Context: an optimization exercise on an open-source flow, tuned for small area, a short achievable clock period and few clock cycles per item. The choices shown serve that exercise and are no tape-out recipe. RTL that was checked went through simulation tests only; none was proved equivalent to the original.

the previous run:
==> flow/design.v <==
package jdc_pkg;
  localparam int YEAR_W  = 14;
  localparam int MONTH_W = 4;
  localparam int DAY_W   = 5;
  localparam int JDN_W   = 23;
  localparam int TDATA_W = 48;
  localparam logic [22:0] JDN_EPOCH = 23'd1721119;   
  localparam logic [22:0] EPOCH_HI  = 23'd1720832;   
  localparam logic [22:0] JDN_FIRST = 23'd1721426;   
  localparam logic [22:0] JDN_LAST  = 23'd5373484;   
  localparam logic [18:0] EST_OFS = 19'd37704;
endpackage
module jdc_ctrl (
  input  logic clk,
  input  logic rst_n,
  input  logic in_tvalid,
  input  logic out_tready,
  output logic en,
  output logic vld_out
);
  logic v1_r, v2_r, v3_r;
  assign en      = ~v3_r | out_tready;
  assign vld_out = v3_r;
  always_ff @(posedge clk) begin
    if (!rst_n) begin
      v1_r <= 1'b0;
      v2_r <= 1'b0;
      v3_r <= 1'b0;
    end else if (en) begin
      v1_r <= in_tvalid;
      v2_r <= v1_r;
      v3_r <= v2_r;
    end
  end
endmodule
module jdc_fwd (
  input  logic [13:0] year,
  input  logic [3:0]  month,
  input  logic [4:0]  day,
  output logic [13:0] y_mar,
  output logic [9:0]  tday
);
  logic       early;
  logic [9:0] tmon;
  assign early = (month <= 4'd2);
  always_comb begin
    if (year == 14'd0) y_mar = early ? 14'd0 : 14'd1;
    else               y_mar = year - {13'd0, early};
  end
  always_comb begin
    case (month)
      4'd0: tmon = 10'd562;
      4'd1: tmon = 10'd593;
      4'd2: tmon = 10'd624;
      4'd3: tmon = 10'd287;
      4'd4: tmon = 10'd318;
      4'd5: tmon = 10'd348;
      4'd6: tmon = 10'd379;
      4'd7: tmon = 10'd409;
      4'd8: tmon = 10'd440;
      4'd9: tmon = 10'd471;
      4'd10:tmon = 10'd501;
      4'd11:tmon = 10'd532;
      4'd12:tmon = 10'd562;
      4'd13:tmon = 10'd593;
      4'd14:tmon = 10'd624;
      default: tmon = 10'd654;
    endcase
  end
  assign tday = tmon + {5'd0, day};
endmodule
import jdc_pkg::*;
module jdc_inv_est (
  input  logic [22:0] n,
  output logic [13:0] y_est,
  output logic        err
);
  logic [18:0] p;
  assign err   = (n < JDN_FIRST) || (n > JDN_LAST);
  assign p     = 19'(n[22:6]) + 19'(n[22:8]) + 19'(n[22:9]) + 19'(n[22:11])
               - 19'(n[22:14]) - 19'(n[22:17]) - EST_OFS;
  assign y_est = p[16:3];
endmodule
module jdc_inv_dec (
  input  logic [8:0]  doy,       
  input  logic        corr,      
  input  logic [13:0] y_est,
  output logic [13:0] year,
  output logic [3:0]  month,
  output logic [4:0]  day
);
  logic [3:0] m;
  logic [8:0] start;
  logic       jf;
  always_comb begin
    if      (doy >= 9'd337) begin m = 4'd11; start = 9'd337; end
    else if (doy >= 9'd306) begin m = 4'd10; start = 9'd306; end
    else if (doy >= 9'd275) begin m = 4'd9;  start = 9'd275; end
    else if (doy >= 9'd245) begin m = 4'd8;  start = 9'd245; end
    else if (doy >= 9'd214) begin m = 4'd7;  start = 9'd214; end
    else if (doy >= 9'd184) begin m = 4'd6;  start = 9'd184; end
    else if (doy >= 9'd153) begin m = 4'd5;  start = 9'd153; end
    else if (doy >= 9'd122) begin m = 4'd4;  start = 9'd122; end
    else if (doy >= 9'd92)  begin m = 4'd3;  start = 9'd92;  end
    else if (doy >= 9'd61)  begin m = 4'd2;  start = 9'd61;  end
    else if (doy >= 9'd31)  begin m = 4'd1;  start = 9'd31;  end
    else                    begin m = 4'd0;  start = 9'd0;   end
  end
  assign jf    = (m >= 4'd10);
  assign month = jf ? (m - 4'd9) : (m + 4'd3);
  assign day   = 5'(doy[4:0] - start[4:0] + 5'd1);
  assign year  = y_est + {12'd0, corr & jf, corr ^ jf};
endmodule
import jdc_pkg::*;
module julian_day_converter (
  input  logic                         clk,
  input  logic                         rst_n,
  input  logic                         in_tvalid,
  output logic                         in_tready,
  input  logic [jdc_pkg::TDATA_W-1:0]  in_tdata,
  input  logic                         in_tuser,
  output logic                         out_tvalid,
  input  logic                         out_tready,
  output logic [jdc_pkg::TDATA_W-1:0]  out_tdata,
  output logic                         out_tuser
);
  logic        en;
  logic [13:0] y_mar, y_est;
  logic [9:0]  tday;
  logic        err0;
  logic [13:0] x1_r;      
  logic [9:0]  z1_r;      
  logic        op1_r, err1_r;
  logic [11:0] q;
  logic [15:0] cprod;
  logic [7:0]  cent;
  logic        r99, leap;
  logic [22:0] p;
  logic [9:0]  p2_r;      
  logic [13:0] w2_r;      
  logic [7:0]  c2_r;
  logic        leap2_r, op2_r, err2_r;
  logic [22:0] g;
  logic [9:0]  doy_c;
  logic        corr;
  logic [8:0]  doy;
  logic [13:0] w3_r;      
  logic [9:0]  d3_r;      
  logic        op3_r, err3_r;
  logic [13:0] year_d;
  logic [3:0]  month_d;
  logic [4:0]  day_d;
  jdc_ctrl u_ctrl (
    .clk        (clk),
    .rst_n      (rst_n),
    .in_tvalid  (in_tvalid),
    .out_tready (out_tready),
    .en         (en),
    .vld_out    (out_tvalid)
  );
  jdc_fwd u_fwd (
    .year  (in_tdata[13:0]),
    .month (in_tdata[17:14]),
    .day   (in_tdata[22:18]),
    .y_mar (y_mar),
    .tday  (tday)
  );
  jdc_inv_est u_est (
    .n     (in_tdata[45:23]),
    .y_est (y_est),
    .err   (err0)
  );
  assign in_tready = en;
  always_ff @(posedge clk) begin
    if (en) begin
      x1_r   <= in_tuser ? y_est : y_mar;
      z1_r   <= in_tuser ? ~in_tdata[32:23] : tday;
      op1_r  <= in_tuser;
      err1_r <= in_tuser & err0;
    end
  end
  assign q     = x1_r[13:2];
  assign cprod = ({1'b0, q, 3'd0}) + ({3'd0, q, 1'b0}) + {6'd0, q[11:2]} - {11'd0, q[11:7]};
  assign cent  = cprod[15:8];
  assign r99   = (x1_r[1:0] == 2'b11) && (cprod[7:0] >= 8'd246);
  assign leap  = (x1_r[1:0] == 2'b11) && (!r99 || (cent[1:0] == 2'b11));
  assign p = ({9'd0, x1_r} << 8) + ({9'd0, x1_r} << 6) + ({9'd0, x1_r} << 5)
           + ({9'd0, x1_r} << 3) + ({9'd0, x1_r} << 2) + {9'd0, x1_r}
           + {11'd0, x1_r[13:2]} + {13'd0, z1_r} + EPOCH_HI;
  always_ff @(posedge clk) begin
    if (en) begin
      p2_r    <= p[9:0];
      w2_r    <= op1_r ? x1_r : {1'b0, p[22:10]};
      c2_r    <= cent;
      leap2_r <= leap;
      op2_r   <= op1_r;
      err2_r  <= err1_r;
    end
  end
  assign g     = {w2_r[12:0], p2_r} - {15'd0, c2_r} + {17'd0, c2_r[7:2]};
  assign doy_c = ~g[9:0];     
  assign corr  = leap2_r ? (doy_c >= 10'd654) : (doy_c >= 10'd653);
  assign doy   = 9'(doy_c - (corr ? (leap2_r ? 10'd654 : 10'd653) : 10'd288));
  always_ff @(posedge clk) begin
    if (en) begin
      w3_r   <= op2_r ? w2_r : {1'b0, g[22:10]};
      d3_r   <= op2_r ? {corr, doy} : g[9:0];
      op3_r  <= op2_r;
      err3_r <= err2_r;
    end
  end
  jdc_inv_dec u_dec (
    .doy   (d3_r[8:0]),
    .corr  (d3_r[9]),
    .y_est (w3_r),
    .year  (year_d),
    .month (month_d),
    .day   (day_d)
  );
  always_comb begin
    out_tdata = '0;
    out_tuser = 1'b0;
    if (!op3_r) begin
      out_tdata[22:0] = {w3_r[12:0], d3_r};
    end else if (err3_r) begin
      out_tuser = 1'b1;
    end else begin
      out_tdata[36:23] = year_d;
      out_tdata[40:37] = month_d;
      out_tdata[45:41] = day_d;
    end
  end
endmodule
export LEC_CHECK = 0
export CAP_MARGIN = 20
export CORE_MARGIN = 2
export CORE_UTILIZATION = 40
export SLEW_MARGIN = 20
create_clock -name core_clock -period 6.0 [get_ports {clk}]
standard.sh (not shown) runs the stock make flow with config.mk's settings and CLKGATE_MAP_FILE= SYNTH_SCRIPT=/design/flow/synth_recipe.tcl, a recipe that flattens the netlist after the stock synthesis.
==> flow/flow/run.sh <==
#!/bin/bash
# Standard layout, with the port buffers made of buf_1 instead of the flow's
# default pick, which is a slow delay cell. Every port still gets a buffer.
set -e
cp standard.sh standard_sh.txt
export BUFFER_PORTS_ARGS="-buffer_cell sky130_fd_sc_hd__buf_1"
bash standard.sh > standard.log 2>&1
Looking at the reports, the previous run completed the entire flow and the layout it produced met the timing, DRC and antenna checks.
What the current run does differently from the previous run at the input level:
--- a/flow/design.v
+++ b/flow/design.v
@@ -3,11 +3,10 @@
   localparam int MONTH_W = 4;
   localparam int DAY_W   = 5;
   localparam int JDN_W   = 23;
   localparam int TDATA_W = 48;
   localparam logic [22:0] JDN_EPOCH = 23'd1721119;   
-  localparam logic [22:0] EPOCH_HI  = 23'd1720832;   
   localparam logic [22:0] JDN_FIRST = 23'd1721426;   
   localparam logic [22:0] JDN_LAST  = 23'd5373484;   
   localparam logic [18:0] EST_OFS = 19'd37704;
 endpackage
 module jdc_ctrl (
@@ -36,40 +35,40 @@
 module jdc_fwd (
   input  logic [13:0] year,
   input  logic [3:0]  month,
   input  logic [4:0]  day,
   output logic [13:0] y_mar,
-  output logic [9:0]  tday
+  output logic [8:0]  tday
 );
   logic       early;
-  logic [9:0] tmon;
+  logic [8:0] tmon;
   assign early = (month <= 4'd2);
   always_comb begin
     if (year == 14'd0) y_mar = early ? 14'd0 : 14'd1;
     else               y_mar = year - {13'd0, early};
   end
   always_comb begin
     case (month)
-      4'd0: tmon = 10'd562;
-      4'd1: tmon = 10'd593;
-      4'd2: tmon = 10'd624;
-      4'd3: tmon = 10'd287;
-      4'd4: tmon = 10'd318;
-      4'd5: tmon = 10'd348;
-      4'd6: tmon = 10'd379;
-      4'd7: tmon = 10'd409;
-      4'd8: tmon = 10'd440;
-      4'd9: tmon = 10'd471;
-      4'd10:tmon = 10'd501;
-      4'd11:tmon = 10'd532;
-      4'd12:tmon = 10'd562;
-      4'd13:tmon = 10'd593;
-      4'd14:tmon = 10'd624;
-      default: tmon = 10'd654;
+      4'd0:  tmon = 9'd275;
+      4'd1:  tmon = 9'd306;
+      4'd2:  tmon = 9'd337;
+      4'd3:  tmon = 9'd0;
+      4'd4:  tmon = 9'd31;
+      4'd5:  tmon = 9'd61;
+      4'd6:  tmon = 9'd92;
+      4'd7:  tmon = 9'd122;
+      4'd8:  tmon = 9'd153;
+      4'd9:  tmon = 9'd184;
+      4'd10: tmon = 9'd214;
+      4'd11: tmon = 9'd245;
+      4'd12: tmon = 9'd275;
+      4'd13: tmon = 9'd306;
+      4'd14: tmon = 9'd337;
+      default: tmon = 9'd367;
     endcase
   end
-  assign tday = tmon + {5'd0, day};
+  assign tday = tmon + {4'd0, day};
 endmodule
 import jdc_pkg::*;
 module jdc_inv_est (
   input  logic [22:0] n,
   output logic [13:0] y_est,
@@ -124,11 +123,11 @@
   output logic [jdc_pkg::TDATA_W-1:0]  out_tdata,
   output logic                         out_tuser
 );
   logic        en;
   logic [13:0] y_mar, y_est;
-  logic [9:0]  tday;
+  logic [8:0]  tday;
   logic        err0;
   logic [13:0] x1_r;      
   logic [9:0]  z1_r;      
   logic        op1_r, err1_r;
   logic [11:0] q;
@@ -172,11 +171,11 @@
   );
   assign in_tready = en;
   always_ff @(posedge clk) begin
     if (en) begin
       x1_r   <= in_tuser ? y_est : y_mar;
-      z1_r   <= in_tuser ? ~in_tdata[32:23] : tday;
+      z1_r   <= in_tuser ? ~in_tdata[32:23] : {1'b0, tday};
       op1_r  <= in_tuser;
       err1_r <= in_tuser & err0;
     end
   end
   assign q     = x1_r[13:2];
@@ -184,11 +183,11 @@
   assign cent  = cprod[15:8];
   assign r99   = (x1_r[1:0] == 2'b11) && (cprod[7:0] >= 8'd246);
   assign leap  = (x1_r[1:0] == 2'b11) && (!r99 || (cent[1:0] == 2'b11));
   assign p = ({9'd0, x1_r} << 8) + ({9'd0, x1_r} << 6) + ({9'd0, x1_r} << 5)
            + ({9'd0, x1_r} << 3) + ({9'd0, x1_r} << 2) + {9'd0, x1_r}
-           + {11'd0, x1_r[13:2]} + {13'd0, z1_r} + EPOCH_HI;
+           + {11'd0, x1_r[13:2]} + {13'd0, z1_r} + JDN_EPOCH + {22'd0, op1_r};
   always_ff @(posedge clk) begin
     if (en) begin
       p2_r    <= p[9:0];
       w2_r    <= op1_r ? x1_r : {1'b0, p[22:10]};
       c2_r    <= cent;
@@ -196,13 +195,13 @@
       op2_r   <= op1_r;
       err2_r  <= err1_r;
     end
   end
   assign g     = {w2_r[12:0], p2_r} - {15'd0, c2_r} + {17'd0, c2_r[7:2]};
-  assign doy_c = ~g[9:0];     
-  assign corr  = leap2_r ? (doy_c >= 10'd654) : (doy_c >= 10'd653);
-  assign doy   = 9'(doy_c - (corr ? (leap2_r ? 10'd654 : 10'd653) : 10'd288));
+  assign doy_c = ~g[9:0];
+  assign corr  = leap2_r ? (doy_c >= 10'd366) : (doy_c >= 10'd365);
+  assign doy   = corr ? 9'(doy_c - (leap2_r ? 10'd366 : 10'd365)) : doy_c[8:0];
   always_ff @(posedge clk) begin
     if (en) begin
       w3_r   <= op2_r ? w2_r : {1'b0, g[22:10]};
       d3_r   <= op2_r ? {corr, doy} : g[9:0];
       op3_r  <= op2_r;
==> run notes <==
Clock buffer count in the final layout down 2 in the current run wrt the previous run
Going from the previous run to the current run, maximum fanout count along the critical path shrinks by 5.
The higher multi-input logic cell count of the previous run and the current run is in the previous run.
Looking at clock skew across both flows, the current run is the weaker of the two, with the previous run ahead.
Comparing the previous run and the current run, the higher number of vias per cell was measured on the previous run.
Testbench counts of the current run, summed over its fixed seeds: cycles 8,024, items 8,000.
No functional check of the RTL was part of the previous run.

-- what the ideal ports hide --
Ports are ideal in the flow. The routed layouts listed here were re-timed in OpenROAD. Step 1 (the two cells are an assumption about what drives the block):
set clk [get_ports {clk}]
set_driving_cell -lib_cell sky130_fd_sc_hd__clkbuf_16 $clk
set_driving_cell -lib_cell sky130_fd_sc_hd__buf_2 [delete_from_list [all_inputs] $clk]
Step 2 moves the port delays by t, midway between the first and last clock arrival at a register: inputs arrive t later, outputs are due t later. That takes back most of the time a late clock gives input paths. Slacks: ideal ports / drivers / drivers and shift; pairs: ideal ports / drivers.
run | t (ns) | setup WS [ns] | worst hold slack (ns) | worst setup path at the end | worst data-port slew with drivers (ns)
the previous run | 0.384 | 0.476 / 0.433 / 0.245 | 0.427 / 0.427 / 0.427 | input to register | 0.03
the current run | 0.386 | 0.453 / 0.477 / 0.091 | 0.434 / 0.434 / 0.434 | input to register | 0.03
After both steps setup and hold are still met in every run listed. The setup slack of the current run, which loses most, moves by +0.024 ns with the drivers and by -0.362 ns with both steps.
